From an optimization exercise on the open Yosys and OpenROAD flow, aimed at small area and a short achievable clock period; shortcuts taken in it are not production practice.
At most, simulation tests tie the RTL to the original design; equivalence was not proved.
No functional check of the RTL was part of run 1.
Power is estimated from default activity; no workload was simulated.

**flow/design.v**
```verilog
package fpalu_pkg;
	typedef logic [5:0] exp_t;	 
	typedef logic [21:0] man_t;	 
	typedef logic [4:0] hexp_t;	 
	typedef logic [22:0] sum_t;
	typedef logic [4:0] shamt_t;
	typedef enum logic {
		OP_ADD = 1'b0,	 
		OP_MUL = 1'b1	 
	} fpalu_op_t;
	localparam int AL_EXP_BIAS = 31;	 
	localparam int ML_EXP_BIAS = 15;	 
	localparam int ML_MAN_BITS = 11;	 
	localparam int PP_BITS = 12;	 
endpackage
module exp_lt (
	input  logic [5:0] a,
	input  logic [5:0] b,
	output logic       lt	 
);
	logic [5:0] g, e;
	logic       lt1, lt0, eq1, eq0;
	always_comb begin
		g = ~a & b;	 
		e = ~(a ^ b);
		lt1 = g[5] | (e[5] & g[4]) | (e[5] & e[4] & g[3]);
		eq1 = e[5] & e[4] & e[3];
		lt0 = g[2] | (e[2] & g[1]) | (e[2] & e[1] & g[0]);
		lt = lt1 | (eq1 & lt0);
	end
endmodule
module operand_align (
	input  logic [21:0] man,
	input  logic [5:0]  d,
	output logic [21:0] sh
);
	always_comb begin
		sh = man;
		if (d[0]) sh = sh >> 1;
		if (d[1]) sh = sh >> 2;
		if (d[2]) sh = sh >> 4;
		if (d[3]) sh = sh >> 8;
		if (d[4]) sh = sh >> 16;
		if (d[5]) sh = '0;
	end
endmodule
module booth_enc (
	input  logic [10:0] y,
	output logic [5:0]  one,	 
	output logic [5:0]  two,	 
	output logic [5:0]  neg	 
);
	logic [12:0] yz;	 
	always_comb begin
		yz = {1'b0, y, 1'b0};
		for (int k = 0; k < 6; k++) begin
			logic [2:0] g;
			g = yz[2*k +: 3];
			one[k] = g[0] ^ g[1];
			two[k] = (g == 3'b011) || (g == 3'b100);
			neg[k] = g[2] & ~(g[1] & g[0]);	 
		end
	end
endmodule
module booth_mul (
	input  logic [10:0] m,	 
	input  logic [5:0]  one,
	input  logic [5:0]  two,
	input  logic [5:0]  neg,
	output logic [22:0] row_s,
	output logic [22:0] row_c
);
	logic [5:0][11:0] e;	 
	always_comb
		for (int k = 0; k < 6; k++)
			e[k] = (({12{one[k]}} & {1'b0, m}) | ({12{two[k]}} & {m, 1'b0})) ^ {12{neg[k]}};
	logic s1, c2, s3, c4, s5, c6, s7, c8, s9, c10, s11, c12, s13, c14, s15, c16, s17, c18, s19, c20, s21, c22, s23, c24, s25, c26, s27, c28, s29, c30, s31, c32, s33, c34, s35, c36, s37, c38, s39, c40, s41, c42, s43, c44, s45, c46, s47, c48, s49, c50, s51, c52, s53, c54, s55, c56, s57, c58, s59, c60, s61, c62, s63, c64, s65, c66, s67, c68, s69, c70, s71, c72, s73, c74, s75, c76, s77, c78, s79, c80, s81, c82, s83, c84, s85, c86, s87, c88, s89, c90, s91, c92, s93, c94, s95, c96, s97, c98, s99, c100, s101, c102, s103, c104, s105, c106, s107, c108, s109, c110, s111, c112;
	assign s1 = neg[3] ^ e[0][6];
	assign c2 = neg[3] & e[0][6];
	assign s3 = e[0][7] ^ e[1][5];
	assign c4 = e[0][7] & e[1][5];
	assign s5 = neg[4] ^ e[0][8] ^ e[1][6];
	assign c6 = (neg[4] & e[0][8]) | (neg[4] & e[1][6]) | (e[0][8] & e[1][6]);
	assign s7 = e[2][4] ^ e[3][2];
	assign c8 = e[2][4] & e[3][2];
	assign s9 = e[0][9] ^ e[1][7] ^ e[2][5];
	assign c10 = (e[0][9] & e[1][7]) | (e[0][9] & e[2][5]) | (e[1][7] & e[2][5]);
	assign s11 = e[3][3] ^ e[4][1];
	assign c12 = e[3][3] & e[4][1];
	assign s13 = e[0][10] ^ e[1][8] ^ e[2][6];
	assign c14 = (e[0][10] & e[1][8]) | (e[0][10] & e[2][6]) | (e[1][8] & e[2][6]);
	assign s15 = e[3][4] ^ e[4][2] ^ e[5][0];
	assign c16 = (e[3][4] & e[4][2]) | (e[3][4] & e[5][0]) | (e[4][2] & e[5][0]);
	assign s17 = e[0][11] ^ e[1][9] ^ e[2][7];
	assign c18 = (e[0][11] & e[1][9]) | (e[0][11] & e[2][7]) | (e[1][9] & e[2][7]);
	assign s19 = e[3][5] ^ e[4][3] ^ e[5][1];
	assign c20 = (e[3][5] & e[4][3]) | (e[3][5] & e[5][1]) | (e[4][3] & e[5][1]);
	assign s21 = neg[0] ^ e[1][10] ^ e[2][8];
	assign c22 = (neg[0] & e[1][10]) | (neg[0] & e[2][8]) | (e[1][10] & e[2][8]);
	assign s23 = e[3][6] ^ e[4][4] ^ e[5][2];
	assign c24 = (e[3][6] & e[4][4]) | (e[3][6] & e[5][2]) | (e[4][4] & e[5][2]);
	assign s25 = neg[0] ^ e[1][11] ^ e[2][9];
	assign c26 = (neg[0] & e[1][11]) | (neg[0] & e[2][9]) | (e[1][11] & e[2][9]);
	assign s27 = e[3][7] ^ e[4][5] ^ e[5][3];
	assign c28 = (e[3][7] & e[4][5]) | (e[3][7] & e[5][3]) | (e[4][5] & e[5][3]);
	assign s29 = ~neg[0] ^ ~neg[1] ^ e[2][10];
	assign c30 = (~neg[0] & ~neg[1]) | (~neg[0] & e[2][10]) | (~neg[1] & e[2][10]);
	assign s31 = e[3][8] ^ e[4][6] ^ e[5][4];
	assign c32 = (e[3][8] & e[4][6]) | (e[3][8] & e[5][4]) | (e[4][6] & e[5][4]);
	assign s33 = 1'b1 ^ e[2][11] ^ e[3][9];
	assign c34 = (1'b1 & e[2][11]) | (1'b1 & e[3][9]) | (e[2][11] & e[3][9]);
	assign s35 = e[4][7] ^ e[5][5];
	assign c36 = e[4][7] & e[5][5];
	assign s37 = ~neg[2] ^ e[3][10] ^ e[4][8];
	assign c38 = (~neg[2] & e[3][10]) | (~neg[2] & e[4][8]) | (e[3][10] & e[4][8]);
	assign s39 = 1'b1 ^ e[3][11];
	assign c40 = 1'b1 & e[3][11];
	assign s41 = neg[2] ^ e[0][4];
	assign c42 = neg[2] & e[0][4];
	assign s43 = e[0][5] ^ e[1][3];
	assign c44 = e[0][5] & e[1][3];
	assign s45 = e[1][4] ^ e[2][2] ^ e[3][0];
	assign c46 = (e[1][4] & e[2][2]) | (e[1][4] & e[3][0]) | (e[2][2] & e[3][0]);
	assign s47 = e[2][3] ^ e[3][1] ^ c2;
	assign c48 = (e[2][3] & e[3][1]) | (e[2][3] & c2) | (e[3][1] & c2);
	assign s49 = e[4][0] ^ c4 ^ s5;
	assign c50 = (e[4][0] & c4) | (e[4][0] & s5) | (c4 & s5);
	assign s51 = c6 ^ c8 ^ s9;
	assign c52 = (c6 & c8) | (c6 & s9) | (c8 & s9);
	assign s53 = c10 ^ c12 ^ s13;
	assign c54 = (c10 & c12) | (c10 & s13) | (c12 & s13);
	assign s55 = c14 ^ c16 ^ s17;
	assign c56 = (c14 & c16) | (c14 & s17) | (c16 & s17);
	assign s57 = c18 ^ c20 ^ s21;
	assign c58 = (c18 & c20) | (c18 & s21) | (c20 & s21);
	assign s59 = c22 ^ c24 ^ s25;
	assign c60 = (c22 & c24) | (c22 & s25) | (c24 & s25);
	assign s61 = c26 ^ c28 ^ s29;
	assign c62 = (c26 & c28) | (c26 & s29) | (c28 & s29);
	assign s63 = c30 ^ c32 ^ s33;
	assign c64 = (c30 & c32) | (c30 & s33) | (c32 & s33);
	assign s65 = e[5][6] ^ c34 ^ c36;
	assign c66 = (e[5][6] & c34) | (e[5][6] & c36) | (c34 & c36);
	assign s67 = e[4][9] ^ e[5][7] ^ c38;
	assign c68 = (e[4][9] & e[5][7]) | (e[4][9] & c38) | (e[5][7] & c38);
	assign s69 = ~neg[3] ^ e[4][10] ^ e[5][8];
	assign c70 = (~neg[3] & e[4][10]) | (~neg[3] & e[5][8]) | (e[4][10] & e[5][8]);
	assign s71 = 1'b1 ^ e[4][11];
	assign c72 = 1'b1 & e[4][11];
	assign s73 = neg[1] ^ e[0][2];
	assign c74 = neg[1] & e[0][2];
	assign s75 = e[0][3] ^ e[1][1];
	assign c76 = e[0][3] & e[1][1];
	assign s77 = e[1][2] ^ e[2][0] ^ s41;
	assign c78 = (e[1][2] & e[2][0]) | (e[1][2] & s41) | (e[2][0] & s41);
	assign s79 = e[2][1] ^ c42 ^ s43;
	assign c80 = (e[2][1] & c42) | (e[2][1] & s43) | (c42 & s43);
	assign s81 = c44 ^ s45 ^ s1;
	assign c82 = (c44 & s45) | (c44 & s1) | (s45 & s1);
	assign s83 = c46 ^ s3 ^ s47;
	assign c84 = (c46 & s3) | (c46 & s47) | (s3 & s47);
	assign s85 = s7 ^ c48 ^ s49;
	assign c86 = (s7 & c48) | (s7 & s49) | (c48 & s49);
	assign s87 = s11 ^ c50 ^ s51;
	assign c88 = (s11 & c50) | (s11 & s51) | (c50 & s51);
	assign s89 = s15 ^ c52 ^ s53;
	assign c90 = (s15 & c52) | (s15 & s53) | (c52 & s53);
	assign s91 = s19 ^ c54 ^ s55;
	assign c92 = (s19 & c54) | (s19 & s55) | (c54 & s55);
	assign s93 = s23 ^ c56 ^ s57;
	assign c94 = (s23 & c56) | (s23 & s57) | (c56 & s57);
	assign s95 = s27 ^ c58 ^ s59;
	assign c96 = (s27 & c58) | (s27 & s59) | (c58 & s59);
	assign s97 = s31 ^ c60 ^ s61;
	assign c98 = (s31 & c60) | (s31 & s61) | (c60 & s61);
	assign s99 = s35 ^ c62 ^ s63;
	assign c100 = (s35 & c62) | (s35 & s63) | (c62 & s63);
	assign s101 = s37 ^ c64 ^ s65;
	assign c102 = (s37 & c64) | (s37 & s65) | (c64 & s65);
	assign s103 = s39 ^ c66 ^ s67;
	assign c104 = (s39 & c66) | (s39 & s67) | (c66 & s67);
	assign s105 = s69 ^ c40 ^ c68;
	assign c106 = (s69 & c40) | (s69 & c68) | (c40 & c68);
	assign s107 = e[5][9] ^ c70 ^ s71;
	assign c108 = (e[5][9] & c70) | (e[5][9] & s71) | (c70 & s71);
	assign s109 = ~neg[4] ^ e[5][10] ^ c72;
	assign c110 = (~neg[4] & e[5][10]) | (~neg[4] & c72) | (e[5][10] & c72);
	assign s111 = 1'b1 ^ e[5][11];
	assign c112 = 1'b1 & e[5][11];
	assign row_s = {c112, c110, c108, c106, c104, c102, c100, c98, c96, c94, c92, c90, c88, c86, c84, c82, c80, c78, c76, c74, s73, e[0][1], neg[0]};
	assign row_c = {1'b1, s111, s109, s107, s105, s103, s101, s99, s97, s95, s93, s91, s89, s87, s85, s83, s81, s79, s77, s75, e[1][0], 1'b0, e[0][0]};
endmodule
module lzc23 (
	input  logic [22:0] w,
	output logic [4:0]  n
);
	always_comb begin
		n = 5'd23;
		for (int k = 0; k < 23; k++)
			if (w[k])
				n = 5'(22 - k);
	end
endmodule
module sum_normalize (
	input  logic [22:0] w,
	input  logic [4:0]  z,
	output logic [21:0] man
);
	logic [22:0] sh;
	always_comb begin
		sh = w;
		if (z[4]) sh = sh << 16;
		if (z[3]) sh = sh << 8;
		if (z[2]) sh = sh << 4;
		if (z[1]) sh = sh << 2;
		if (z[0]) sh = sh << 1;
		man = sh[22:1];
	end
endmodule
module fpalu_top (
	input  logic                 clk,
	input  logic                 rst,
	input  logic                 in_valid,
	input  fpalu_pkg::fpalu_op_t op,
	input  logic                 a_sgn,
	input  fpalu_pkg::exp_t      a_exp,
	input  fpalu_pkg::man_t      a_man,
	input  logic                 b_sgn,
	input  fpalu_pkg::exp_t      b_exp,
	input  fpalu_pkg::man_t      b_man,
	output logic                 out_valid,
	output logic                 y_sgn,
	output fpalu_pkg::exp_t      y_exp,
	output fpalu_pkg::man_t      y_man
);
	logic        a_lt_b, lt, mul;
	logic [5:0]  dab, dba;
	logic        nz_a, nz_b;
	logic [10:0] sb;
	logic [5:0]  one, two, neg;
	exp_lt u_lt (
		.a (a_exp),
		.b (b_exp),
		.lt(a_lt_b)
	);
	always_comb begin
		mul = (op == fpalu_pkg::OP_MUL);
		lt = a_lt_b & ~mul;
		dab = a_exp - b_exp;
		dba = b_exp - a_exp;
		nz_a = (a_exp[4:0] != '0);
		nz_b = (b_exp[4:0] != '0);
		sb = {nz_b, b_man[9:0]};
	end
	booth_enc u_enc (
		.y  (sb),
		.one(one),
		.two(two),
		.neg(neg)
	);
	logic        v1, mul1, sl1, sr1;
	logic [5:0]  el1, d1;
	logic [21:0] ml1, mr1;
	always_ff @(posedge clk) begin
		v1 <= in_valid & ~rst;
		mul1 <= mul;
		sl1 <= lt ? b_sgn : a_sgn;
		sr1 <= lt ? a_sgn : b_sgn;
		d1 <= a_lt_b ? dba : dab;
		el1 <= lt ? b_exp : a_exp;
		if (mul) begin
			ml1 <= {6'({1'b0, a_exp[4:0]} + {1'b0, b_exp[4:0]} + 6'd3), 4'b0, nz_b, nz_a, a_man[9:0]};
			mr1 <= {4'b0, neg, two, one};
		end else begin
			ml1 <= lt ? b_man : a_man;
			mr1 <= lt ? a_man : b_man;
		end
	end
	logic [21:0] rsh;
	logic        lz, sub;
	logic [22:0] prod_s, prod_c;
	logic        pz, nz_r;
	logic [5:0]  pexp;
	operand_align u_align (
		.man(mr1),
		.d  (d1),
		.sh (rsh)
	);
	booth_mul u_mul (
		.m    (ml1[10:0]),
		.one  (mr1[5:0]),
		.two  (mr1[11:6]),
		.neg  (mr1[17:12]),
		.row_s(prod_s),
		.row_c(prod_c)
	);
	always_comb begin
		lz = (ml1 == '0);	 
		sub = sl1 ^ sr1;
		nz_r = ml1[11];
		pz = (ml1[10:0] == '0) || (mr1[11:0] == '0);	 
		pexp = ml1[21:16] + (pz ? 6'd0 : 6'(!ml1[10]) + 6'(!nz_r));
	end
	logic        v2, sg2, byp2, ci2;
	logic [5:0]  e2;
	logic [22:0] x2, y2;
	always_ff @(posedge clk) begin
		v2 <= v1 & ~rst;
		if (mul1) begin
			x2 <= prod_s;
			y2 <= prod_c;
			ci2 <= 1'b0;
			e2 <= pexp;
			sg2 <= sub;
			byp2 <= 1'b0;
		end else if (lz) begin
			x2 <= {mr1, 1'b0};
			y2 <= '0;
			ci2 <= 1'b0;
			e2 <= el1 - d1;	 
			sg2 <= sr1;
			byp2 <= 1'b1;
		end else begin
			x2 <= {1'b0, ml1};
			y2 <= {1'b0, rsh} ^ {23{sub}};
			ci2 <= sub;
			e2 <= el1 + 6'd1;
			sg2 <= sl1;
			byp2 <= 1'b0;
		end
	end
	logic [23:0] sum;
	always_comb sum = {x2, ci2} + {y2, ci2};	 
	logic        v3, sg3, byp3;
	logic [5:0]  e3;
	logic [22:0] w3;
	always_ff @(posedge clk) begin
		v3 <= v2 & ~rst;
		w3 <= sum[23:1];
		e3 <= e2;
		sg3 <= sg2;
		byp3 <= byp2;
	end
	logic [4:0]  n, z;
	logic [21:0] nman;
	lzc23 u_lzc (
		.w(w3),
		.n(n)
	);
	always_comb z = byp3 ? 5'd0 : n;	 
	sum_normalize u_norm (
		.w  (w3),
		.z  (z),
		.man(nman)
	);
	always_ff @(posedge clk) begin
		out_valid <= v3 & ~rst;
		y_sgn <= sg3;
		y_exp <= e3 - 6'(z);
		y_man <= nman;
	end
endmodule
```
**flow/flow/run.sh**
```bash
#!/bin/bash
# Standard layout, with the port buffers made from plain buffers instead of
# the delay cells buffer_ports picks by default.
set -euo pipefail
cd "$(dirname "$0")/.."
bash standard.sh synth > synth.log 2>&1
bash standard.sh "BUFFER_PORTS_ARGS=-buffer_cell sky130_fd_sc_hd__buf_2" finish > layout.log 2>&1
```
**flow/standard.sh**
```bash
#!/bin/bash
# synth_recipe.tcl (not shown) runs the flow's synth.tcl, then flattens the netlist and writes it again
# the make line also repeats each setting of config.mk as NAME=value (left out here)
make -C /OpenROAD-flow-scripts/flow DESIGN_CONFIG=/design/flow/config.mk WORK_HOME=/design/flow/orfs CLKGATE_MAP_FILE= SYNTH_SCRIPT=/design/flow/synth_recipe.tcl "${@:-finish}"
```
**flow/config.mk**
```make
export PLATFORM = sky130hd
export DESIGN_NAME = fpalu_top
export DESIGN_NICKNAME = fpalu_top
export VERILOG_FILES = /design/flow/design.v
export SDC_FILE = /design/flow/constraint.sdc
export NUM_CORES = 4
export LEC_CHECK = 0
export CAP_MARGIN = 20
export CORE_MARGIN = 2
export CORE_UTILIZATION = 40
export SETUP_SLACK_MARGIN = 2.7
export SLEW_MARGIN = 20
```
**flow/constraint.sdc**
```tcl
create_clock -name core_clock -period 5.5 [get_ports {clk}]
set_input_delay 1.1000 -clock core_clock [delete_from_list [all_inputs] [get_ports {clk}]]
set_output_delay 1.1000 -clock core_clock [all_outputs]
set_load 0.01 [all_outputs]
```
==> results_dict.tcl, run 1 <==
set metrics [dict create \
    grt-ovfl-total 0 \
    io_pins 92 \
    clkLatencyLatePin_ns 0.44 \
    p_sw_mw 3.45 \
    firstDrtPassIters 8 \
    yosys-top-cells-area "dfxtp_1, fa_1, mux2i_1, xnor2_1, ha_1" \
    grt_pass1_wl_microns 61900 \
    finalHoldViolations 0 \
    die_y_microns 184 \
    worstPathMaxFanout 8 \
    status "timing/DRC/antenna clean" \
    yosysMostFrequentCell "dfxtp_1" \
    grt.total_usage 0.236 \
    die_w_microns 184 \
    antenna_found_initial 0 \
    period_share 0.514 \
    startpoint_type "input pin" \
    die-area_sq_um 33900 \
    power.leakage_nw 6.48 \
    grt_max_degree 60 \
    dp_hpwl_microns 27800 \
    arrival_ns 3.16 \
    critPathKind "in -> reg" \
    fin_crit_ns 2.83 \
    routed_wirelength_microns 39700 \
    ys_seq_elements 178 \
    netlist_area_sq_um 13000 \
    p_int_mw 4.40 \
    clock_skew_ns 0.0134 \
    synth_top_cell_by_area "dfxtp_1" \
    cts.sinks 178 \
    areaGrowthSynthToFinish_pct 18.5 \
    drc 0 \
    combPwrFrac 0.554 \
    synth.net_count 1639 \
    synthDistinctLibCells 76 \
    cts_max_path_buffers 2 \
    cap_violations 0 \
    drtAntennaViolNets 0 \
    powerDensity_nw_per_um2 510 \
    synth_top_area_share 0.274 \
    antenna_cells 0 \
    synthFlopType "dfxtp_1" \
    synth_common_cells "dfxtp_1, nand2_1, xnor2_1" \
    end_kind "flip-flop" \
    synthCells 1453 \
    wire_per_inst_microns 19.9 \
    seq_power_share 0.281 \
    cts_tree "yes" \
    place_inst 1908 \
    routed_via_density 5.70 \
    synth_async_sr_flop_share 0 \
    vdd_drop_max_mv 0.266 \
    grt_pass1_vias 11200 \
    yosysSeqAreaShare 0.274 \
    slew-limit-headroom 0.360 \
    port_buffers 91 \
    gp_congestion 0.938 \
    switching_share 0.439 \
    yosysWarnings 7 \
    drtIter0Drc 1017 \
    htreeDepth 4 \
    holdWs_ns 0.332 \
    finalSetupViolations 0 \
    clkPwrFrac 0.165 \
    setup_tns_ns 0 \
    root_buffer "clkbuf_16" \
    nFillCells 3094 \
    max_freq_mhz 354 \
    finalMaxSlewViolations 0 \
    rsz0062_at_grt "yes" \
    core_area_sq_um 32300 \
    std_cell_rows 66 \
    final_cell_count_no_fill 1995 \
    vias 11400 \
    path_clk_slew_ns 0.08 \
    synth_edf_count 0 \
    required_ns 5.83 \
    drive_above_1_share 0.226 \
    fin_nets 1727 \
    syn_area_per_cell_sq_um 8.94 \
    start_util 0.403 \
    tightest_slew_ns 0.960 \
    numCtsBuffers 17 \
    hold_class "reg -> reg" \
]
routing by layer:
metal	wire, microns	up-vias	track usage
met4	1630	0	0.113
met5	0	-	0
li1	-	5360	-
met3	2390	100	0.0290
met1	17100	5433	0.308
met2	18600	478	0.387
through the flow:
step            util  instance area [sq um]  power [mW]  setup slack (ns)
2_1_floorplan      -                  13200        5.11              2.52
3_3_place_gp   0.428                  13800        6.28              1.70
3_5_place_dp   0.428                  13800        6.31              1.66
4_1_cts        0.461                  14900        7.73              2.61
5_1_grt        0.477                  15400        8.44              2.62
6_report       0.477                  15400        7.85              2.67
sequential cells by signal, indices dropped and copies added (netlist names), 6 cells and up:
signal / count
w3: 23
x2: 23
y2: 23
ml1: 22
mr1: 22
y_man: 22
d1: 6
e2: 6
e3: 6
el1: 6
y_exp: 6
kinds of logic after synthesis:
group,after synthesis,synth area share
and+or+nand+nor,335,0.120
buffers and inverters,174,0.0545
adders and majority gates,124,0.148
DFF,178,0.274
muxes,146,0.135
AOI/OAI and AO/OA,372,0.185
xor gates and xnor gates,124,0.0836
final timing paths:
check / start / endpoint / slack, ns / cells past startpoint
setup / recovery: a_exp[1] / d1[4] / 2.67 / 10
hold / removal: e2[4] / e3[4] / 0.33 / 0
setup reg to reg: mr1[12] / y2[8] / 2.71 / 7
hold reg to reg: e2[4] / e3[4] / 0.33 / 0
critical path, cell delays in order:
cell and delay (ns):
buf_8 0.08, clkinvlp_4 0.12, ha_4 0.30, nand2b_4 0.13, a21oi_4 0.06, o41ai_4 0.45, buf_12 0.18, mux2_4 0.34
a221oi_4 0.30, xnor2_1 0.10
power groups by stage:
stage,clock (mW),combinational (mW),sequential [mW]
2_1_floorplan,0,3.07,2.05
3_3_place_gp,0,4.05,2.23
3_5_place_dp,0,4.08,2.22
4_1_cts,1.32,4.22,2.19
5_1_grt,1.37,4.82,2.25
6_report,1.29,4.35,2.21
timing repair:
action	4_1_cts	5_1_grt
hold buffers	0	0
gates resized for setup	71	68
setup endpoints to repair	110	57
cloned	4	0
buffers inserted	18	34
pin swaps	14	31
cell type report:
cell class,count,area (sq um),area share
Clock inverter,14,189,0.0123
Clock buffer,17,425,0.0276
Sequential cell,178,3660,0.238
Timing Repair Buffer,164,1180,0.0769
Tap cell,442,553,0.0359
Multi-Input combinational cell,1102,9070,0.589
Inverter,78,305,0.0198
layout by cell type, fill, tap and decap left out, drive strengths merged, types with 61 or more instances in the layout:
cell     n
xnor2  109
nand2  134
inv     81
o21ai  107
a21oi   70
mux2i   96
nor2    82
dfxtp  178
a22oi   61
buf    163
ha      75
==> inputs of run 2 (changes only) <==
--- a/flow/design.v
+++ b/flow/design.v
@@ -313,24 +313,17 @@
 			e2 <= pexp;
 			sg2 <= sub;
 			byp2 <= 1'b0;
-		end else if (lz) begin
-			x2 <= {mr1, 1'b0};
-			y2 <= '0;
-			ci2 <= 1'b0;
-			e2 <= el1 - d1;	 
-			sg2 <= sr1;
-			byp2 <= 1'b1;
 		end else begin
-			x2 <= {1'b0, ml1};
-			y2 <= {1'b0, rsh} ^ {23{sub}};
-			ci2 <= sub;
-			e2 <= el1 + 6'd1;
-			sg2 <= sl1;
-			byp2 <= 1'b0;
+			x2 <= {1'b0, ml1 | (mr1 & {22{lz}})};
+			y2 <= lz ? '0 : {1'b0, rsh};
+			ci2 <= sub & ~lz;	 
+			e2 <= lz ? el1 - d1 + 6'd1 : el1 + 6'd1;	 
+			sg2 <= lz ? sr1 : sl1;
+			byp2 <= lz;
 		end
 	end
 	logic [23:0] sum;
-	always_comb sum = {x2, ci2} + {y2, ci2};	 
+	always_comb sum = {x2, ci2} + {y2 ^ {23{ci2}}, ci2};	 
 	logic        v3, sg3, byp3;
 	logic [5:0]  e3;
 	logic [22:0] w3;
@@ -347,7 +340,7 @@
 		.w(w3),
 		.n(n)
 	);
-	always_comb z = byp3 ? 5'd0 : n;	 
+	always_comb z = byp3 ? 5'd1 : n;	 
 	sum_normalize u_norm (
 		.w  (w3),
 		.z  (z),
--- a/flow/config.mk
+++ b/flow/config.mk
@@ -8,5 +8,5 @@
 export CAP_MARGIN = 20
 export CORE_MARGIN = 2
 export CORE_UTILIZATION = 40
-export SETUP_SLACK_MARGIN = 2.7
+export SETUP_SLACK_MARGIN = 2.9
 export SLEW_MARGIN = 20
==> results_dict.tcl, run 2 <==
set metrics [dict create \
    finalSetupViolations 0 \
    die-area_sq_um 32400 \
    grt-ovfl-total 0 \
    finalHoldViolations 0 \
    holdWs_ns 0.326 \
    holdPathStages 0 \
    grt.total_usage 0.211 \
    synth_top_area_share 0.288 \
    synth_async_sr_flop_share 0 \
    power.leakage_nw 6.65 \
    routed_wirelength_microns 35800 \
    fin_crit_ns 2.72 \
    cts_tree "yes" \
    holdPathEnd "y_sgn" \
    final_cell_mix "dfxtp_1, nand2_1, buf_2" \
    clkPwrFrac 0.149 \
    port_buffers 91 \
    rsz0062_at_grt "yes" \
    synth_edf_count 0 \
    powerDensity_nw_per_um2 507 \
    die_w_microns 180 \
    root_buffer "clkbuf_16" \
    seq_power_share 0.280 \
    nFillCells 2784 \
    std_cell_rows 64 \
    drtAntennaViolNets 0 \
    final_cell_count_no_fill 1917 \
    startpoint_type "flip-flop" \
    tightest_slew_ns 1.00 \
    yosysMostFrequentCell "dfxtp_1" \
    clkLatencyLatePin_ns 0.44 \
    rr_worst_depth 9 \
    synth_common_cells "dfxtp_1, nand2_1, o21ai_0" \
    min_from "sg3" \
    die_y_microns 180 \
    max_freq_mhz 368 \
    p_int_mw 4.44 \
    wire_per_inst_microns 18.7 \
    path_clk_slew_ns 0.07 \
    place_inst 1796 \
    r2r_end "y2[10]" \
    fin_nets 1698 \
    cap_violations 0 \
    biggestRegsByFlops "w3: 23 flops, x2: 23 flops, y2: 23 flops" \
    combPwrFrac 0.571 \
    grt_pass1_wl_microns 55400 \
    switching_share 0.431 \
    status "timing/DRC/antenna clean" \
    areaGrowthSynthToFinish_pct 24.3 \
    arrival_ns 3.03 \
    synth.net_count 1574 \
    r2r_setup_slack_ns 2.78 \
    htreeDepth 4 \
    antenna_found_initial 0 \
    vdd_drop_max_mv 0.270 \
    mostFrequentLayoutCell "dfxtp_1" \
    syn_area_per_cell_sq_um 8.95 \
    hold_buffers 0 \
    cts.sinks 178 \
    setup_tns_ns 0 \
    io_pins 92 \
    yosysSeqAreaShare 0.288 \
    end_kind "flip-flop" \
    dp_hpwl_microns 24600 \
    finalMaxSlewViolations 0 \
    yosysWarnings 7 \
    grt_max_degree 66 \
    grt_pass1_vias 10400 \
    drc 0 \
    netlist_area_sq_um 12400 \
    clock_skew_ns 0.0161 \
    drtIter0Drc 948 \
    routed_via_density 5.60 \
    synthFlopType "dfxtp_1" \
    critPathKind "reg -> reg" \
    ys_seq_elements 178 \
    p_sw_mw 3.36 \
    hold_class "reg -> reg" \
    gp_congestion 0.918 \
    antenna_cells 0 \
    period_share 0.494 \
    start_util 0.406 \
    worstPathMaxFanout 8 \
    required_ns 5.81 \
    synthCells 1384 \
    vias 10700 \
    cts_max_path_buffers 2 \
    slew-limit-headroom 0.332 \
    yosys-top-cells-area "dfxtp_1, ha_1, fa_1, mux2i_1, xnor2_1" \
    core_area_sq_um 30500 \
    synth_top_cell_by_area "dfxtp_1" \
    synthDistinctLibCells 67 \
    drive_above_1_share 0.273 \
    r2r_start "ml1[10]" \
    numCtsBuffers 17 \
    firstDrtPassIters 6 \
]
## run 2: per-stage QoR
stage,power (mW),cell area [sq um],util,setup WS [ns]
6_report,7.80,15400,0.505,2.78
5_1_grt,8.34,15400,0.505,2.72
4_1_cts,7.55,14800,0.484,2.80
3_5_place_dp,6.18,13200,0.433,1.82
3_3_place_gp,6.14,13200,0.433,1.89
2_1_floorplan,5.05,12700,-,2.49
## run 2: cells by family after synthesis
family / after synthesis / synth area share
buffers and inverters: 167 / 0.0524
AOI/OAI and AO/OA: 373 / 0.193
muxes: 116 / 0.107
DFF: 178 / 0.288
adders and majority gates: 128 / 0.158
and+or+nand+nor: 284 / 0.104
xor gates and xnor gates: 138 / 0.0976
## run 2: layout make-up
cell class / count / area, sq um / area share
inverter: 80 / 339 / 0.0220
timing repair inverter: 1 / 5.00 / 0.000325
timing repair buffer: 191 / 1480 / 0.0963
tap: 396 / 495 / 0.0322
multi-input combinational: 1039 / 8830 / 0.573
clock buffer: 19 / 443 / 0.0288
sequential: 178 / 3680 / 0.239
clock inverter: 13 / 123 / 0.00797
## run 2: metal layers
metal  vias to the layer above  GRT usage  wire [microns]
met2                       408      0.350           17100
met1                      5122      0.277           15600
met4                         0     0.0608             900
li1                       5131          -               -
met3                        77     0.0421            2210
met5                         -          0               0
## run 2: critical path, stage by stage, from the launching register on
cell and delay (ns):
dfxtp_2 0.34, buf_8 0.14, buf_4 0.14, a22oi_2 0.15, xnor2_2 0.09, fa_1 0.48, inv_1 0.05, fa_2 0.55
fa_2 0.45, a32o_1 0.22
## run 2: repair_timing
| action | in CTS | in global routing |
|---|---|---|
| setup buffers | 57 | 25 |
| pin swaps | 27 | 29 |
| resized for setup | 156 | 79 |
| setup endpoints to repair | 119 | 74 |
| gates cloned | 2 | 5 |
## run 2: worst max-delay path by stage
stage | startpoint | endpoint | slack, ns | cells past startpoint
6_report | ml1[10] | y2[10] | 2.78 | 9
5_1_grt | ml1[4] | e2[5] | 2.72 | 14
4_1_cts | ml1[4] | e2[5] | 2.80 | 14
3_5_place_dp | b_exp[1] | d1[4] | 1.82 | 11
3_3_place_gp | a_exp[1] | d1[4] | 1.89 | 11
2_1_floorplan | b_exp[1] | d1[5] | 2.49 | 10
## run 2: power by group through the flow
stage / combinational [mW] / sequential (mW) / clock, mW
2_1_floorplan: 3.03 / 2.02 / 0
3_3_place_gp: 3.95 / 2.20 / 0
3_5_place_dp: 3.98 / 2.20 / 0
4_1_cts: 4.22 / 2.15 / 1.18
5_1_grt: 4.87 / 2.23 / 1.24
6_report: 4.46 / 2.18 / 1.16
==> inputs of run 3 (changes only) <==
--- a/flow/config.mk
+++ b/flow/config.mk
@@ -8,5 +8,7 @@
 export CAP_MARGIN = 20
 export CORE_MARGIN = 2
 export CORE_UTILIZATION = 40
-export SETUP_SLACK_MARGIN = 2.9
+export CTS_CLUSTER_DIAMETER = 100
+export CTS_CLUSTER_SIZE = 40
+export SETUP_SLACK_MARGIN = 2.7
 export SLEW_MARGIN = 20
==> results_dict.tcl, run 3 <==
set metrics [dict create \
    status "timing/DRC/antenna clean" \
    synthFlopType "dfxtp_1" \
    die_y_microns 180 \
    grt_pass1_wl_microns 54300 \
    routed_wirelength_microns 34300 \
    combPwrFrac 0.545 \
    switching_share 0.425 \
    gp_congestion 0.910 \
    p_sw_mw 3.19 \
    finalSetupViolations 0 \
    drtIter0Drc 792 \
    drtAntennaViolNets 0 \
    areaGrowthSynthToFinish_pct 15.4 \
    synth_top_area_share 0.288 \
    cts_tree "yes" \
    synthDistinctLibCells 67 \
    synth.net_count 1574 \
    drc 0 \
    required_ns 5.83 \
    power.total_mw 7.52 \
    arrival_ns 3.13 \
    syn_area_per_cell_sq_um 8.95 \
    dp_hpwl_microns 25100 \
    grt_max_degree 80 \
    synth_edf_count 0 \
    worstPathMaxFanout 5 \
    drive_above_1_share 0.190 \
    clkLatencyLatePin_ns 0.45 \
    synthCells 1384 \
    synth_common_cells "dfxtp_1, nand2_1, o21ai_0" \
    fin_crit_ns 2.80 \
    finalMaxSlewViolations 0 \
    vdd_drop_max_mv 0.261 \
    power.leakage_nw 6.23 \
    fin_area_sq_um 14300 \
    end_kind "flip-flop" \
    slew-limit-headroom 0.415 \
    numCtsBuffers 17 \
    std_cell_rows 64 \
    postPlaceCellArea_sq_um 13100 \
    grt_pass1_vias 10000 \
    netlist_area_sq_um 12400 \
    ys_seq_elements 178 \
    clkPwrFrac 0.161 \
    yosys-top-cells-area "dfxtp_1, ha_1, fa_1, mux2i_1, xnor2_1" \
    yosysMostFrequentCell "dfxtp_1" \
    synth_async_sr_flop_share 0 \
    holdPathStages 0 \
    antenna_found_initial 0 \
    synth_top_cell_by_area "dfxtp_1" \
    period_share 0.509 \
    grt.total_usage 0.208 \
    biggestRegsByFlops "w3: 23 flops, x2: 23 flops, y2: 23 flops" \
    antenna_cells 0 \
    firstDrtPassIters 5 \
    p_int_mw 4.32 \
    final_cell_mix "dfxtp_1, nand2_1, xnor2_1" \
    grt-ovfl-total 0 \
    finalHoldViolations 0 \
    port_buffers 91 \
    yosysSeqAreaShare 0.288 \
    rr_worst_depth 7 \
    critPathKind "in -> reg" \
    die_w_microns 180 \
    io_pins 92 \
    htreeDepth 4 \
    holdWs_ns 0.327 \
    cts.sinks 178 \
    yosysWarnings 7 \
    root_buffer "clkbuf_16" \
    hold_class "reg -> reg" \
    setup_tns_ns 0 \
    seq_power_share 0.294 \
    core_area_sq_um 30500 \
    start_util 0.406 \
    startpoint_type "input pin" \
    fin_nets 1642 \
    routed_via_density 5.51 \
    cts_max_path_buffers 2 \
    fin_util 0.468 \
    wire_per_inst_microns 18.4 \
    max_freq_mhz 357 \
    tightest_slew_ns 0.877 \
    vias 10300 \
    nFillCells 2966 \
    die-area_sq_um 32400 \
    mostFrequentLayoutCell "dfxtp_1" \
    powerDensity_nw_per_um2 526 \
    rsz0062_at_grt "yes" \
    path_clk_slew_ns 0.07 \
    cap_violations 0 \
    clock_skew_ns 0.0154 \
]
## run 3: timing repair
item	4_1_cts	5_1_grt
hold endpoints to repair	0	0
setup buffers	8	26
gates cloned	1	0
pin swaps	4	1
gates resized for setup	80	39
hold buffers	0	0
endpoints found under the setup margin	99	34
## run 3: path summary, 6_finish.rpt
path | from | to | slack (ns)
worst max register to register | ml1[5] | y2[10] | 2.74
worst min register to register | e2[3] | e3[3] | 0.33
worst max-delay path | a_exp[1] | d1[5] | 2.70
worst min-delay path | e2[3] | e3[3] | 0.33
## run 3: critical path, stage by stage
cell and delay (ns):
buf_4 0.12, inv_2 0.07, ha_4 0.28, nand2b_4 0.12, a21oi_2 0.06, o41ai_4 0.30
buf_6 0.18, mux2_4 0.32, a221o_1 0.33, a31oi_1 0.18, xnor2_1 0.09
## run 3: logic make-up (layout without fill, tap and decap cells)
| group | count (synthesis) | count (layout) | synth area share |
|---|---|---|---|
| AO/OA/AOI/OAI | 373 | 373 | 0.193 |
| AND/OR/NAND/NOR | 284 | 284 | 0.104 |
| flip-flops | 178 | 178 | 0.288 |
| buffers and inverters | 167 | 248 | 0.0524 |
| XOR/XNOR | 138 | 138 | 0.0976 |
| adder cells (fa/ha/maj) | 128 | 128 | 0.158 |
| multiplexers | 116 | 116 | 0.107 |
## run 3: power by group through the flow
stage          sequential (mW)  combinational [mW]  clock (mW)
2_1_floorplan             2.01                2.99           0
3_3_place_gp              2.23                3.89           0
3_5_place_dp              2.23                3.93           0
4_1_cts                   2.20                4.01        1.24
5_1_grt                   2.26                4.53        1.28
6_report                  2.21                4.10        1.21
## run 3: final cells by class
| class | count | area (sq um) | area share |
|---|---|---|---|
| multi-input cells | 1039 | 8350 | 0.584 |
| well taps | 396 | 495 | 0.0347 |
| clock inverters | 13 | 149 | 0.0104 |
| inverters | 80 | 319 | 0.0223 |
| clock buffers | 19 | 433 | 0.0303 |
| flip-flops and latches | 178 | 3680 | 0.258 |
| repair inverters | 1 | 5.00 | 0.000350 |
| repair buffers | 135 | 856 | 0.0599 |
## run 3: stage by stage
stage | instances | worst slack (ns)
finish | 1861 | 2.70
global route | 1861 | 2.62
CTS | 1835 | 2.67
detailed placement | 1794 | 1.83
global placement | 1794 | 1.92
floorplan | 1384 | 2.49
## run 3: metal layers
layer / global-route usage / wire length [microns]
met5: 0 / 0
met1: 0.280 / 15200
met2: 0.340 / 16300
met4: 0.0810 / 999
met3: 0.0280 / 1820
==> inputs of run 4 (changes only) <==
--- a/flow/config.mk
+++ b/flow/config.mk
@@ -8,7 +8,5 @@
 export CAP_MARGIN = 20
 export CORE_MARGIN = 2
 export CORE_UTILIZATION = 40
-export CTS_CLUSTER_DIAMETER = 100
-export CTS_CLUSTER_SIZE = 40
 export SETUP_SLACK_MARGIN = 2.7
 export SLEW_MARGIN = 20
==> results_dict.tcl, run 4 <==
set metrics [dict create \
    status "timing/DRC/antenna clean" \
    grt-ovfl-total 0 \
    synth_edf_count 0 \
    cap_violations 0 \
    met1_length_microns 15200 \
    vias 10300 \
    synth_async_sr_flop_share 0 \
    powerDensity_nw_per_um2 526 \
    regArea_sq_um 3680 \
    clock_skew_ns 0.0154 \
    drtIter0Drc 792 \
    core_area_sq_um 30500 \
    synth_common_cells "dfxtp_1, nand2_1, o21ai_0" \
    cpPeakStageDelay_ns 0.33 \
    setup.worst_path.end "d1[5]" \
    critPathKind "in -> reg" \
    place_inst 1794 \
    grt.total_usage 0.208 \
    wl_met2_microns 16300 \
    final_cell_count_no_fill 1861 \
    required_ns 5.83 \
    ys_seq_elements 178 \
    clkLatencyLatePin_ns 0.45 \
    synthCells 1384 \
    grt_pass1_vias 10000 \
    numCtsBuffers 17 \
    startpoint_type "input pin" \
    yosys-top-cells-area "dfxtp_1, ha_1, fa_1, mux2i_1, xnor2_1" \
    netlist_area_sq_um 12400 \
    cts.sinks 178 \
    syn_area_per_cell_sq_um 8.95 \
    io_pins 92 \
    drc 0 \
    p_sw_mw 3.19 \
    wl_met3_microns 1820 \
    r2r_setup_slack_ns 2.74 \
    final_cell_mix "dfxtp_1, nand2_1, xnor2_1" \
    yosysMostFrequentCell "dfxtp_1" \
    grt_max_degree 80 \
    routed_wirelength_microns 34300 \
    path_clk_slew_ns 0.07 \
    nFillCells 2966 \
    postPlaceCellArea_sq_um 13100 \
    synthFlopType "dfxtp_1" \
    synth.net_count 1574 \
    setup_tns_ns 0 \
    finalMaxSlewViolations 0 \
    clkPwrFrac 0.161 \
    p_int_mw 4.32 \
    rr_worst_depth 7 \
    fin_crit_ns 2.80 \
    yosysWarnings 7 \
    dp_hpwl_microns 25100 \
    firstDrtPassIters 5 \
    arrival_ns 3.13 \
    r2r_end "y2[10]" \
    gp_congestion 0.910 \
    fin_area_sq_um 14300 \
    std_cell_rows 64 \
    hold_buffers 0 \
    antenna_cells 0 \
    slew-limit-headroom 0.415 \
    switching_share 0.425 \
    die-area_sq_um 32400 \
    tightest_slew_ns 0.877 \
    biggestRegsByFlops "w3: 23 flops, x2: 23 flops, y2: 23 flops" \
    end_kind "flip-flop" \
    fin_nets 1642 \
    cp_slowest_cell "a221o_1" \
    routed.top_layer "met4" \
    cp_cell_sequence "buf_4 -> inv_2 -> ha_4 -> nand2b_4 -> a21oi_2 -> o41ai_4 -> buf_6 -> mux2_4 -> a221o_1 -> a31oi_1 -> xnor2_1" \
    combPwrFrac 0.545 \
    yosysSeqAreaShare 0.288 \
    finalHoldViolations 0 \
    seq_power_share 0.294 \
    power.leakage_nw 6.23 \
    holdWs_ns 0.327 \
    antenna_found_initial 0 \
    hold_class "reg -> reg" \
    cp-startpoint "a_exp[1]" \
    cts_max_path_buffers 2 \
    cts_tree "yes" \
    die_w_microns 180 \
    worstPathMaxFanout 5 \
    r2r_start "ml1[5]" \
    port_buffers 91 \
    period_share 0.509 \
    power.total_mw 7.52 \
    areaGrowthSynthToFinish_pct 15.4 \
    finalSetupViolations 0 \
    root_buffer "clkbuf_16" \
    rsz0062_at_grt "yes" \
    htreeDepth 4 \
    drtAntennaViolNets 0 \
    max_freq_mhz 357 \
    routed_via_density 5.51 \
    synth_top_cell_by_area "dfxtp_1" \
    synthDistinctLibCells 67 \
    vdd_drop_max_mv 0.261 \
    multi_input_area_sq_um 8350 \
    synth_top_area_share 0.288 \
    mostFrequentLayoutCell "dfxtp_1" \
    start_util 0.406 \
    drive_above_1_share 0.190 \
    grt_pass1_wl_microns 54300 \
    wire_per_inst_microns 18.4 \
    die_y_microns 180 \
]
## run 4: cell counts after synthesis
Identical to the previous run, type by type.
## run 4: kinds of logic after synthesis
family | Yosys count | synth area share
AOI/OAI and AO/OA | 373 | 0.193
xor gates and xnor gates | 138 | 0.0976
adders and majority gates | 128 | 0.158
buffers and inverters | 167 | 0.0524
DFF | 178 | 0.288
muxes | 116 | 0.107
and+or+nand+nor | 284 | 0.104
## run 4: worst min path at each step
stage	startpoint	to	cells after the start
2_1_floorplan	byp2	byp3	0
3_3_place_gp	e2[3]	e3[3]	0
3_5_place_dp	e2[3]	e3[3]	0
4_1_cts	e2[3]	e3[3]	0
5_1_grt	e2[3]	e3[3]	0
6_report	e2[3]	e3[3]	0
## run 4: cell type report
| type | instances | area share |
|---|---|---|
| Multi-Input combinational cell | 1039 | 0.584 |
| Sequential cell | 178 | 0.258 |
| Timing Repair Buffer | 135 | 0.0599 |
| Tap cell | 396 | 0.0347 |
| Clock buffer | 19 | 0.0303 |
| Inverter | 80 | 0.0223 |
| Clock inverter | 13 | 0.0104 |
| Timing Repair inverter | 1 | 0.000350 |
## run 4: critical path: cells and delay by family
| family | cells | cell delay, ns |
|---|---|---|
| buffers and inverters | 3 | 0.37 |
| and+or+nand+nor | 1 | 0.12 |
| adders and majority gates | 1 | 0.28 |
| AOI/OAI and AO/OA | 4 | 0.87 |
| xor gates and xnor gates | 1 | 0.09 |
| muxes | 1 | 0.32 |
## run 4: routing by layer
| metal | vias to the layer above | track usage |
|---|---|---|
| met3 | 75 | 0.0280 |
| met5 | - | 0 |
| met1 | 4816 | 0.280 |
| li1 | 5012 | - |
| met2 | 357 | 0.340 |
| met4 | 0 | 0.0810 |
## run 4: metrics by stage
step / util / worst slack [ns]
floorplan: - / 2.49
global placement: 0.430 / 1.92
detailed placement: 0.430 / 1.83
CTS: 0.457 / 2.67
global route: 0.468 / 2.62
finish: 0.468 / 2.70
## run 4: power groups by stage
stage | Sequential (mW) | Clock (mW) | Combinational, mW
floorplan | 2.01 | 0 | 2.99
global placement | 2.23 | 0 | 3.89
detailed placement | 2.23 | 0 | 3.93
CTS | 2.20 | 1.24 | 4.01
global route | 2.26 | 1.28 | 4.53
finish | 2.21 | 1.21 | 4.10
## run 4: what timing repair did
item | 4_1_cts | 5_1_grt
pin swaps | 4 | 1
buffers inserted | 8 | 26
endpoints found under the setup margin | 99 | 34
gates resized for setup | 80 | 39
cloned | 1 | 0
==> inputs of run 5 (changes only) <==
==> flow/flow/run.sh (replaced) <==
#!/bin/bash
# Standard layout, with the port buffers made from plain buffers instead of
# the delay cells buffer_ports picks by default.
set -euo pipefail
cd "$(dirname "$0")/.."
bash standard.sh synth > synth.log 2>&1
bash standard.sh "BUFFER_PORTS_ARGS=-buffer_cell sky130_fd_sc_hd__buf_1" RECOVER_POWER=50 finish > layout.log 2>&1
--- a/flow/config.mk
+++ b/flow/config.mk
@@ -10,3 +10,4 @@
 export CORE_UTILIZATION = 40
 export SETUP_SLACK_MARGIN = 2.7
 export SLEW_MARGIN = 20
+export TNS_END_PERCENT = 5
==> results_dict.tcl, run 5 <==
set metrics [dict create \
    synth_async_sr_flop_share 0 \
    clkPwrFrac 0.167 \
    nFillCells 2965 \
    wl_met2_microns 16400 \
    yosysWarnings 7 \
    biggestRegsByFlops "w3: 23 flops, x2: 23 flops, y2: 23 flops" \
    synth_top_cell_by_area "dfxtp_1" \
    die-area_sq_um 32400 \
    wire_per_inst_microns 18.8 \
    drive_above_1_share 0.109 \
    so_faults "capacitance limit, slew limit" \
    syn_area_per_cell_sq_um 8.95 \
    synthDistinctLibCells 67 \
    critPathKind "reg -> reg" \
    cts.sinks 178 \
    powerDensity_nw_per_um2 529 \
    grt.total_usage 0.206 \
    start_util 0.406 \
    yosysSeqAreaShare 0.288 \
    root_buffer "clkbuf_16" \
    core_area_sq_um 30500 \
    cts_tree "yes" \
    std_cell_rows 64 \
    end_kind "flip-flop" \
    cap_violations 5 \
    routed_via_density 5.65 \
    max_freq_mhz 265 \
    finalSetupViolations 0 \
    fin_nets 1616 \
    grt_max_degree 80 \
    path_clk_slew_ns 0.08 \
    yosysMostFrequentCell "dfxtp_1" \
    synth.net_count 1574 \
    period_share 0.687 \
    slew-limit-headroom -0.552 \
    arrival_ns 4.12 \
    synthFlopType "dfxtp_1" \
    combPwrFrac 0.531 \
    yosys-top-cells-area "dfxtp_1, ha_1, fa_1, mux2i_1, xnor2_1" \
    die_w_microns 180 \
    seq_power_share 0.302 \
    finalHoldViolations 0 \
    multi_input_area_sq_um 8310 \
    final_cell_mix "dfxtp_1, nand2_1, o21ai_0" \
    cp_cell_sequence "nor4_1 -> nand3_1 -> nor2_1 -> nor4_1 -> nand2_1 -> o21ai_0" \
    synthCells 1384 \
    synth_common_cells "dfxtp_1, nand2_1, o21ai_0" \
    place_inst 1792 \
    firstDrtPassIters 6 \
    port_buffers 91 \
    tightest_slew_ns 2.31 \
    p_int_mw 4.18 \
    grt_pass1_wl_microns 53900 \
    synth_top_area_share 0.288 \
    cp_slowest_cell "nor4_1" \
    ys_seq_elements 178 \
    routed.top_layer "met4" \
    vdd_drop_max_mv 0.237 \
    io_pins 92 \
    netlist_area_sq_um 12400 \
    dp_hpwl_microns 25200 \
    antenna_cells 0 \
    finalMaxSlewViolations 169 \
    synth_edf_count 0 \
    grt_pass1_vias 9871 \
    rsz0062_at_grt "yes" \
    p_sw_mw 3.18 \
    wl_met3_microns 2060 \
    cts_max_path_buffers 2 \
    numCtsBuffers 17 \
    hold_class "reg -> reg" \
    timing.critical_path.buf_inv 0 \
    vias 10400 \
    switching_share 0.432 \
    final_cell_count_no_fill 1835 \
    cpPeakStageDelay_ns 1.74 \
    fin_crit_ns 3.78 \
    regArea_sq_um 3670 \
    areaGrowthSynthToFinish_pct 12.3 \
    clock_skew_ns 0.0192 \
    power.total_mw 7.36 \
    startpoint_type "flip-flop" \
    status "complete, but fails checks" \
    grt-ovfl-total 0 \
    drtAntennaViolNets 0 \
    routed_wirelength_microns 34600 \
    drtIter0Drc 716 \
    cpLargestDelayFamily "simple AND/OR/NAND/NOR gates" \
    required_ns 5.84 \
    worstPathMaxFanout 14 \
    die_y_microns 180 \
    htreeDepth 4 \
    setup_tns_ns 0 \
    power.leakage_nw 5.84 \
    cpMostUsedCell "nor4_1" \
    antenna_found_initial 0 \
    clkLatencyLatePin_ns 0.44 \
    mostFrequentLayoutCell "dfxtp_1" \
    gp_congestion 0.907 \
    drc 0 \
    met1_length_microns 15300 \
]
-- run 5: per-stage QoR --
step	cell area (sq um)	hold slack (ns)	util	worst slack (ns)
CTS	13700	0.322	0.450	2.56
detailed placement	13000	0.312	0.426	1.69
global placement	13000	0.313	0.426	1.85
floorplan	12400	0.310	-	2.45
global route	13900	0.330	0.456	1.36
finish	13900	0.327	0.456	1.72
-- run 5: timing repair --
item / CTS / global route
hold buffers: 0 / 0
gates resized for setup: 55 / 61
setup endpoints to repair: 106 / 65
pin swaps: 1 / 2
buffers inserted: 2 / 7
cloned: 1 / 1
-- run 5: path summary, 6_finish.rpt --
| kind | start | endpoint | slack [ns] | cells after the start |
|---|---|---|---|---|
| hold reg to reg | byp2 | byp3 | 0.33 | 0 |
| hold / removal | byp2 | byp3 | 0.33 | 0 |
| setup reg to reg | ml1[4] | y2[18] | 1.72 | 6 |
| setup / recovery | ml1[4] | y2[18] | 1.72 | 6 |
-- run 5: power groups by stage --
stage                     clock network [mW]  logic, mW  registers [mW]
after floorplan                            0       2.98            2.01
after global placement                     0       3.74            2.23
after detailed placement                   0       3.80            2.24
after CTS                               1.26       3.84            2.22
after global routing                    1.30       4.36            2.26
final                                   1.23       3.91            2.22
-- run 5: logic make-up (layout without fill, tap and decap cells) --
group | after synthesis | in the layout | synth area share
compound gates | 373 | 373 | 0.193
simple gates | 284 | 284 | 0.104
flops | 178 | 178 | 0.288
buf+inv | 167 | 222 | 0.0524
xor+xnor | 138 | 138 | 0.0976
fa+ha+maj | 128 | 128 | 0.158
mux | 116 | 116 | 0.107
-- run 5: cell type report --
| cell class | instances | share of cell area |
|---|---|---|
| flip-flops and latches | 178 | 0.264 |
| repair inverters | 1 | 0.000360 |
| inverters | 80 | 0.0226 |
| clock buffers | 19 | 0.0319 |
| repair buffers | 109 | 0.0376 |
| well taps | 396 | 0.0356 |
| clock inverters | 13 | 0.0109 |
| multi-input cells | 1039 | 0.597 |
-- run 5: worst reg2reg max path, cell delays in order (launching register included) --
cell	delay, ns
dfxtp_1	0.77
nor4_1	0.15
nand3_1	0.26
nor2_1	0.11
nor4_1	1.74
nand2_1	0.36
o21ai_0	0.30
-- run 5: metal layers --
| metal | vias to the layer above | GRT usage |
|---|---|---|
| met1 | 4908 | 0.277 |
| met5 | - | 0 |
| met2 | 442 | 0.342 |
| met4 | 0 | 0.0650 |
| li1 | 4949 | - |
| met3 | 61 | 0.0294 |
==> inputs of run 6 (changes only) <==
==> flow/flow/run.sh (replaced) <==
#!/bin/bash
# Standard layout, with the port buffers made from plain buffers instead of
# the delay cells buffer_ports picks by default.
set -euo pipefail
cd "$(dirname "$0")/.."
bash standard.sh synth > synth.log 2>&1
bash standard.sh "BUFFER_PORTS_ARGS=-buffer_cell sky130_fd_sc_hd__buf_1" finish > layout.log 2>&1
--- a/flow/config.mk
+++ b/flow/config.mk
@@ -10,4 +10,3 @@
 export CORE_UTILIZATION = 40
 export SETUP_SLACK_MARGIN = 2.7
 export SLEW_MARGIN = 20
-export TNS_END_PERCENT = 5
==> results_dict.tcl, run 6 <==
set metrics [dict create \
    synthDistinctLibCells 67 \
    synth.net_count 1574 \
    cpMostUsedCell "fa_1" \
    end_kind "flip-flop" \
    finalHoldViolations 0 \
    cap_violations 0 \
    routed_via_density 5.59 \
    numCtsBuffers 17 \
    vias 10300 \
    start_util 0.406 \
    setup_tns_ns 0 \
    arrival_ns 3.10 \
    synth_async_sr_flop_share 0 \
    startpoint_type "flip-flop" \
    clkLatencyLatePin_ns 0.44 \
    yosysMostFrequentCell "dfxtp_1" \
    biggestRegsByFlops "w3: 23 flops, x2: 23 flops, y2: 23 flops" \
    synth_top_area_share 0.288 \
    cp-startpoint "mr1[4]" \
    power.leakage_nw 5.94 \
    hold_buffers 0 \
    synth_top_cell_by_area "dfxtp_1" \
    antenna_cells 0 \
    cp_num_cells 7 \
    muxShareOfSynthArea 0.107 \
    wire_per_inst_microns 18.6 \
    yosys-top-cells-area "dfxtp_1, ha_1, fa_1, mux2i_1, xnor2_1" \
    cpLargestDelayFamily "adder cells" \
    powerDensity_nw_per_um2 525 \
    setup.worst_path.end "y2[15]" \
    fin_crit_ns 2.76 \
    critPathKind "reg -> reg" \
    synth_compound_area_frac 0.193 \
    required_ns 5.85 \
    synthAdderAreaFrac 0.158 \
    yosysSeqAreaShare 0.288 \
    firstDrtPassIters 6 \
    place_ws_ns 1.78 \
    r2r_end "y2[15]" \
    cts.sinks 178 \
    synth-simple-area-share 0.104 \
    fin_nets 1629 \
    root_buffer "clkbuf_16" \
    hold_class "reg -> reg" \
    areaGrowthSynthToFinish_pct 13.8 \
    cpPeakStageDelay_ns 0.61 \
    r2r_setup_slack_ns 2.74 \
    drc 0 \
    period_share 0.501 \
    io_pins 92 \
    dp_hpwl_microns 25400 \
    mostFrequentLayoutCell "dfxtp_1" \
    finalMaxSlewViolations 0 \
    grt-ovfl-total 0 \
    ys_seq_elements 178 \
    grt_max_degree 80 \
    fin_ws_ns 2.74 \
    grt_pass1_wl_microns 54400 \
    die_y_microns 180 \
    synth_common_cells "dfxtp_1, nand2_1, o21ai_0" \
    synth_top_family_by_area "compound AO/OA/AOI/OAI gates" \
    routed_wirelength_microns 34400 \
    die_w_microns 180 \
    final_cell_mix "dfxtp_1, nand2_1, xnor2_1" \
    drive_above_1_share 0.131 \
    core_area_sq_um 30500 \
    grt.total_usage 0.209 \
    netlist_area_sq_um 12400 \
    cts_tree "yes" \
    cp_slowest_cell "dfxtp_2" \
    cp_cell_sequence "a22oi_1 -> xnor2_1 -> fa_1 -> fa_1 -> fa_1 -> nand2_1 -> o21ai_0" \
    rsz0062_at_grt "no" \
    max_freq_mhz 363 \
    rr_worst_depth 7 \
    antenna_found_initial 0 \
    path_clk_slew_ns 0.07 \
    std_cell_rows 64 \
    yosysWarnings 7 \
    tightest_slew_ns 1.03 \
    cts_max_path_buffers 2 \
    gp_congestion 0.918 \
    finalSetupViolations 0 \
    r2r_start "mr1[4]" \
    power.total_mw 7.39 \
    timing.critical_path.buf_inv 0 \
    synth-xor-area-share 0.0976 \
    slew-limit-headroom 0.316 \
    synthFlopType "dfxtp_1" \
    vdd_drop_max_mv 0.273 \
    clock_skew_ns 0.0119 \
    synth_edf_count 0 \
    port_buffers 91 \
    syn_area_per_cell_sq_um 8.95 \
    die-area_sq_um 32400 \
    drtIter0Drc 783 \
    status "timing/DRC/antenna clean" \
    worstPathMaxFanout 15 \
    synthCells 1384 \
    htreeDepth 4 \
    grt_pass1_vias 9988 \
    drtAntennaViolNets 0 \
]
==> run 6: cell counts after synthesis <==
No cell type changed its count.
==> run 6: worst min path at each step <==
stage           from    end  slack [ns]  cells after the start
6_report       e2[5]  e3[5]        0.32                      0
5_1_grt        e2[5]  e3[5]        0.33                      0
4_1_cts        e2[4]  e3[4]        0.32                      0
3_5_place_dp   e2[4]  e3[4]        0.31                      0
3_3_place_gp   e2[4]  e3[4]        0.31                      0
2_1_floorplan   byp2   byp3        0.31                      0
==> run 6: logic make-up after synthesis <==
kind of cell | count (synthesis)
muxes | 116
buffers and inverters | 167
xor gates and xnor gates | 138
adders and majority gates | 128
AOI/OAI and AO/OA | 373
and+or+nand+nor | 284
DFF | 178
==> run 6: timing repair <==
item,in CTS,in global routing
setup buffers,4,19
gates resized for setup,72,56
pin swaps,2,8
cloned,1,0
endpoints found under the setup margin,111,46
hold endpoints to repair,0,0
==> run 6: worst register-to-register path: cells and delay by family, from the launching register on <==
family | cells | cell delay (ns)
adder cells (fa/ha/maj) | 3 | 1.50
XOR/XNOR | 1 | 0.17
flip-flops | 1 | 0.61
AO/OA/AOI/OAI | 2 | 0.31
AND/OR/NAND/NOR | 1 | 0.07
==> run 6: stage by stage <==
stage               hold slack, ns   util  cell area, sq um  cells
global route                 0.330  0.462             14100   1848
CTS                          0.320  0.452             13800   1829
global placement             0.312  0.426             13000   1792
finish                       0.320  0.462             14100   1848
detailed placement           0.312  0.426             13000   1792
floorplan                    0.310      -             12500   1384
==> run 6: power by group <==
part           switching, mW  internal [mW]
clock                  0.568          0.686
sequential             0.491           1.75
combinational           2.10           1.80
total                   3.16           4.24
==> run 6: metal layers <==
metal,GRT usage,share of wire,up-vias
met5,0,0,-
met4,0.0771,0.026,0
met3,0.0308,0.052,65
met2,0.349,0.48,370
met1,0.273,0.45,4891
li1,-,-,4996
==> run 6: area by class of cell <==
class                      instances  area (sq um)
clock buffer                      18           429
clock inverter                    14           168
fill                            2962         16400
inverter                          80           312
multi-input combinational       1039          8360
sequential                       178          3680
tap                              396           495
timing repair buffer             122           633
timing repair inverter             1          5.00
==> inputs of run 7 (changes only) <==
--- a/flow/config.mk
+++ b/flow/config.mk
@@ -10,3 +10,4 @@
 export CORE_UTILIZATION = 40
 export SETUP_SLACK_MARGIN = 2.7
 export SLEW_MARGIN = 20
+export TNS_END_PERCENT = 5
==> results_dict.tcl, run 7 <==
set metrics [dict create \
    status "timing/DRC/antenna clean" \
    port_buffers 91 \
    fin_util 0.458 \
    core_area_sq_um 30500 \
    biggestRegsByFlops "w3: 23 flops, x2: 23 flops, y2: 23 flops" \
    switching_share 0.431 \
    postPlaceCellArea_sq_um 13000 \
    grt_pass1_wl_microns 53900 \
    synthCells 1384 \
    htreeDepth 4 \
    cts.sinks 178 \
    grtUsageMet3 0.0294 \
    drc 0 \
    yosysWarnings 7 \
    synth_top_cell_by_area "dfxtp_1" \
    cpLargestDelayFamily "adder cells" \
    rsz0062_at_grt "yes" \
    drtAntennaViolNets 0 \
    yosysMostFrequentCell "dfxtp_1" \
    p_int_mw 4.20 \
    tightest_slew_ns 1.02 \
    syn_area_per_cell_sq_um 8.95 \
    critPathKind "reg -> reg" \
    start_util 0.406 \
    clock_skew_ns 0.0190 \
    vias 10400 \
    die_y_microns 180 \
    end_kind "flip-flop" \
    synth_edf_count 0 \
    synth_common_cells "dfxtp_1, nand2_1, o21ai_0" \
    fin_nets 1616 \
    gp_congestion 0.907 \
    worstPathMaxFanout 14 \
    mostFrequentLayoutCell "dfxtp_1" \
    cap_violations 0 \
    ys_seq_elements 178 \
    root_buffer "clkbuf_16" \
    firstDrtPassIters 5 \
    finalSetupViolations 0 \
    arrival_ns 3.03 \
    period_share 0.504 \
    hold_class "reg -> reg" \
    vdd_drop_max_mv 0.238 \
    power.leakage_nw 5.87 \
    io_pins 92 \
    clkLatencyLatePin_ns 0.44 \
    numCtsBuffers 17 \
    areaGrowthSynthToFinish_pct 12.8 \
    synth_top_area_share 0.288 \
    drtIter0Drc 758 \
    std_cell_rows 64 \
    cp_cell_sequence "a22oi_1 -> xnor2_1 -> fa_1 -> fa_1 -> fa_1 -> nand2_1 -> o21ai_0" \
    r2r_setup_slack_ns 2.73 \
    yosys-top-cells-area "dfxtp_1, ha_1, fa_1, mux2i_1, xnor2_1" \
    holdWs_ns 0.326 \
    combPwrFrac 0.532 \
    met1_usage 0.277 \
    cpMostUsedCell "fa_1" \
    die_w_microns 180 \
    antenna_found_initial 0 \
    wire_per_inst_microns 18.8 \
    path_clk_slew_ns 0.08 \
    seq_power_share 0.301 \
    cts_max_path_buffers 2 \
    grt_pass1_vias 9871 \
    max_freq_mhz 361 \
    grt-ovfl-total 0 \
    die-area_sq_um 32400 \
    grt.total_usage 0.206 \
    grt_max_degree 80 \
    finalHoldViolations 0 \
    startpoint_type "flip-flop" \
    clkPwrFrac 0.167 \
    finalMaxSlewViolations 0 \
    synth_async_sr_flop_share 0 \
    powerDensity_nw_per_um2 529 \
    slew-limit-headroom 0.319 \
    cp_slowest_cell "dfxtp_2" \
    timing.critical_path.buf_inv 0 \
    synthFlopType "dfxtp_1" \
    routed_wirelength_microns 34500 \
    cpPeakStageDelay_ns 0.55 \
    synthDistinctLibCells 67 \
    p_sw_mw 3.19 \
    fin_area_sq_um 14000 \
    setup_tns_ns 0 \
    routed_via_density 5.65 \
    antenna_cells 0 \
    synth.net_count 1574 \
    fin_crit_ns 2.77 \
    dp_hpwl_microns 25200 \
    required_ns 5.76 \
    hold_buffers 0 \
    use_met2 0.342 \
    final_cell_mix "dfxtp_1, nand2_1, o21ai_0" \
    drive_above_1_share 0.117 \
    yosysSeqAreaShare 0.288 \
    grt-busiest-layer "met2" \
    netlist_area_sq_um 12400 \
    cts_tree "yes" \
]
## run 7: cell counts after synthesis
Identical to the previous run, type by type.
## run 7: power by group through the flow
stage | registers, mW | logic (mW) | clock network [mW]
CTS | 2.22 | 3.84 | 1.26
floorplan | 2.01 | 2.98 | 0
detailed placement | 2.24 | 3.80 | 0
finish | 2.23 | 3.93 | 1.23
global route | 2.27 | 4.38 | 1.30
global placement | 2.23 | 3.74 | 0
## run 7: kinds of logic after synthesis
group | after synthesis | synth area share
XOR/XNOR | 138 | 0.0976
buffers and inverters | 167 | 0.0524
adder cells (fa/ha/maj) | 128 | 0.158
AO/OA/AOI/OAI | 373 | 0.193
AND/OR/NAND/NOR | 284 | 0.104
multiplexers | 116 | 0.107
flip-flops | 178 | 0.288
## run 7: path summary, 6_finish.rpt
path | startpoint | endpoint | cells past startpoint
worst max-delay path | ml1[2] | x2[15] | 7
worst min-delay path | byp2 | byp3 | 0
worst max register to register | ml1[2] | x2[15] | 7
worst min register to register | byp2 | byp3 | 0
## run 7: final cells by class
| class | count | area, sq um |
|---|---|---|
| clock inverter | 13 | 151 |
| multi-input combinational | 1039 | 8340 |
| inverter | 80 | 314 |
| timing repair buffer | 109 | 556 |
| sequential | 178 | 3670 |
| tap | 396 | 495 |
| fill | 2955 | 16500 |
| timing repair inverter | 1 | 5.00 |
| clock buffer | 19 | 443 |
## run 7: per-stage QoR
step | setup WS [ns] | total power, mW | std cells
after floorplan | 2.45 | 4.99 | 1384
after global placement | 1.85 | 5.97 | 1792
after detailed placement | 1.69 | 6.04 | 1792
after CTS | 2.56 | 7.32 | 1827
after global routing | 2.67 | 7.95 | 1835
final | 2.73 | 7.39 | 1835
## run 7: repair_timing
item,4_1_cts,5_1_grt
setup buffers,2,7
pin swaps,1,2
gates cloned,1,1
endpoints found under the setup margin,106,65
gates resized for setup,55,61
## run 7: per-layer routing
metal	vias up	routed length [microns]
met2	399	16300
met4	0	821
li1	4963	-
met1	4943	15300
met3	61	1970
met5	-	0

-- port drivers added, routing unchanged --
The flow's constraints put no driver on any port. The routed layouts listed below were extracted and timed again, unchanged, in two steps.
Step 1 (the two cells are an assumption about what drives the block):
set clk [get_ports {clk}]
set_driving_cell -lib_cell sky130_fd_sc_hd__clkbuf_16 $clk
set_driving_cell -lib_cell sky130_fd_sc_hd__buf_2 [delete_from_list [all_inputs] $clk]
Step 2 also shifts input and output timing later by t, the mid clock arrival at the registers, as if the neighbouring blocks saw the same clock.
Slacks: no drivers / after step 1 / after step 2; pairs: no drivers / after step 1.
run	shift t [ns]	setup slack, ns	hold WS [ns]
run 1	0.487	2.672 / 2.669 / 2.181	0.332 / 0.332 / 0.332
run 2	0.482	2.784 / 2.784 / 2.325	0.326 / 0.326 / 0.326
run 3	0.490	2.700 / 2.725 / 2.235	0.327 / 0.327 / 0.327
run 4	0.490	2.700 / 2.725 / 2.235	0.327 / 0.327 / 0.327
run 5	0.483	1.723 / 1.723 / 1.721	0.327 / 0.327 / 0.327
run 6	0.489	2.743 / 2.743 / 2.355	0.320 / 0.320 / 0.320
run 7	0.485	2.726 / 2.726 / 2.289	0.326 / 0.326 / 0.326
For run 1, which loses most, drivers alone change the setup slack by -0.003 ns; drivers and shift together by -0.491 ns.
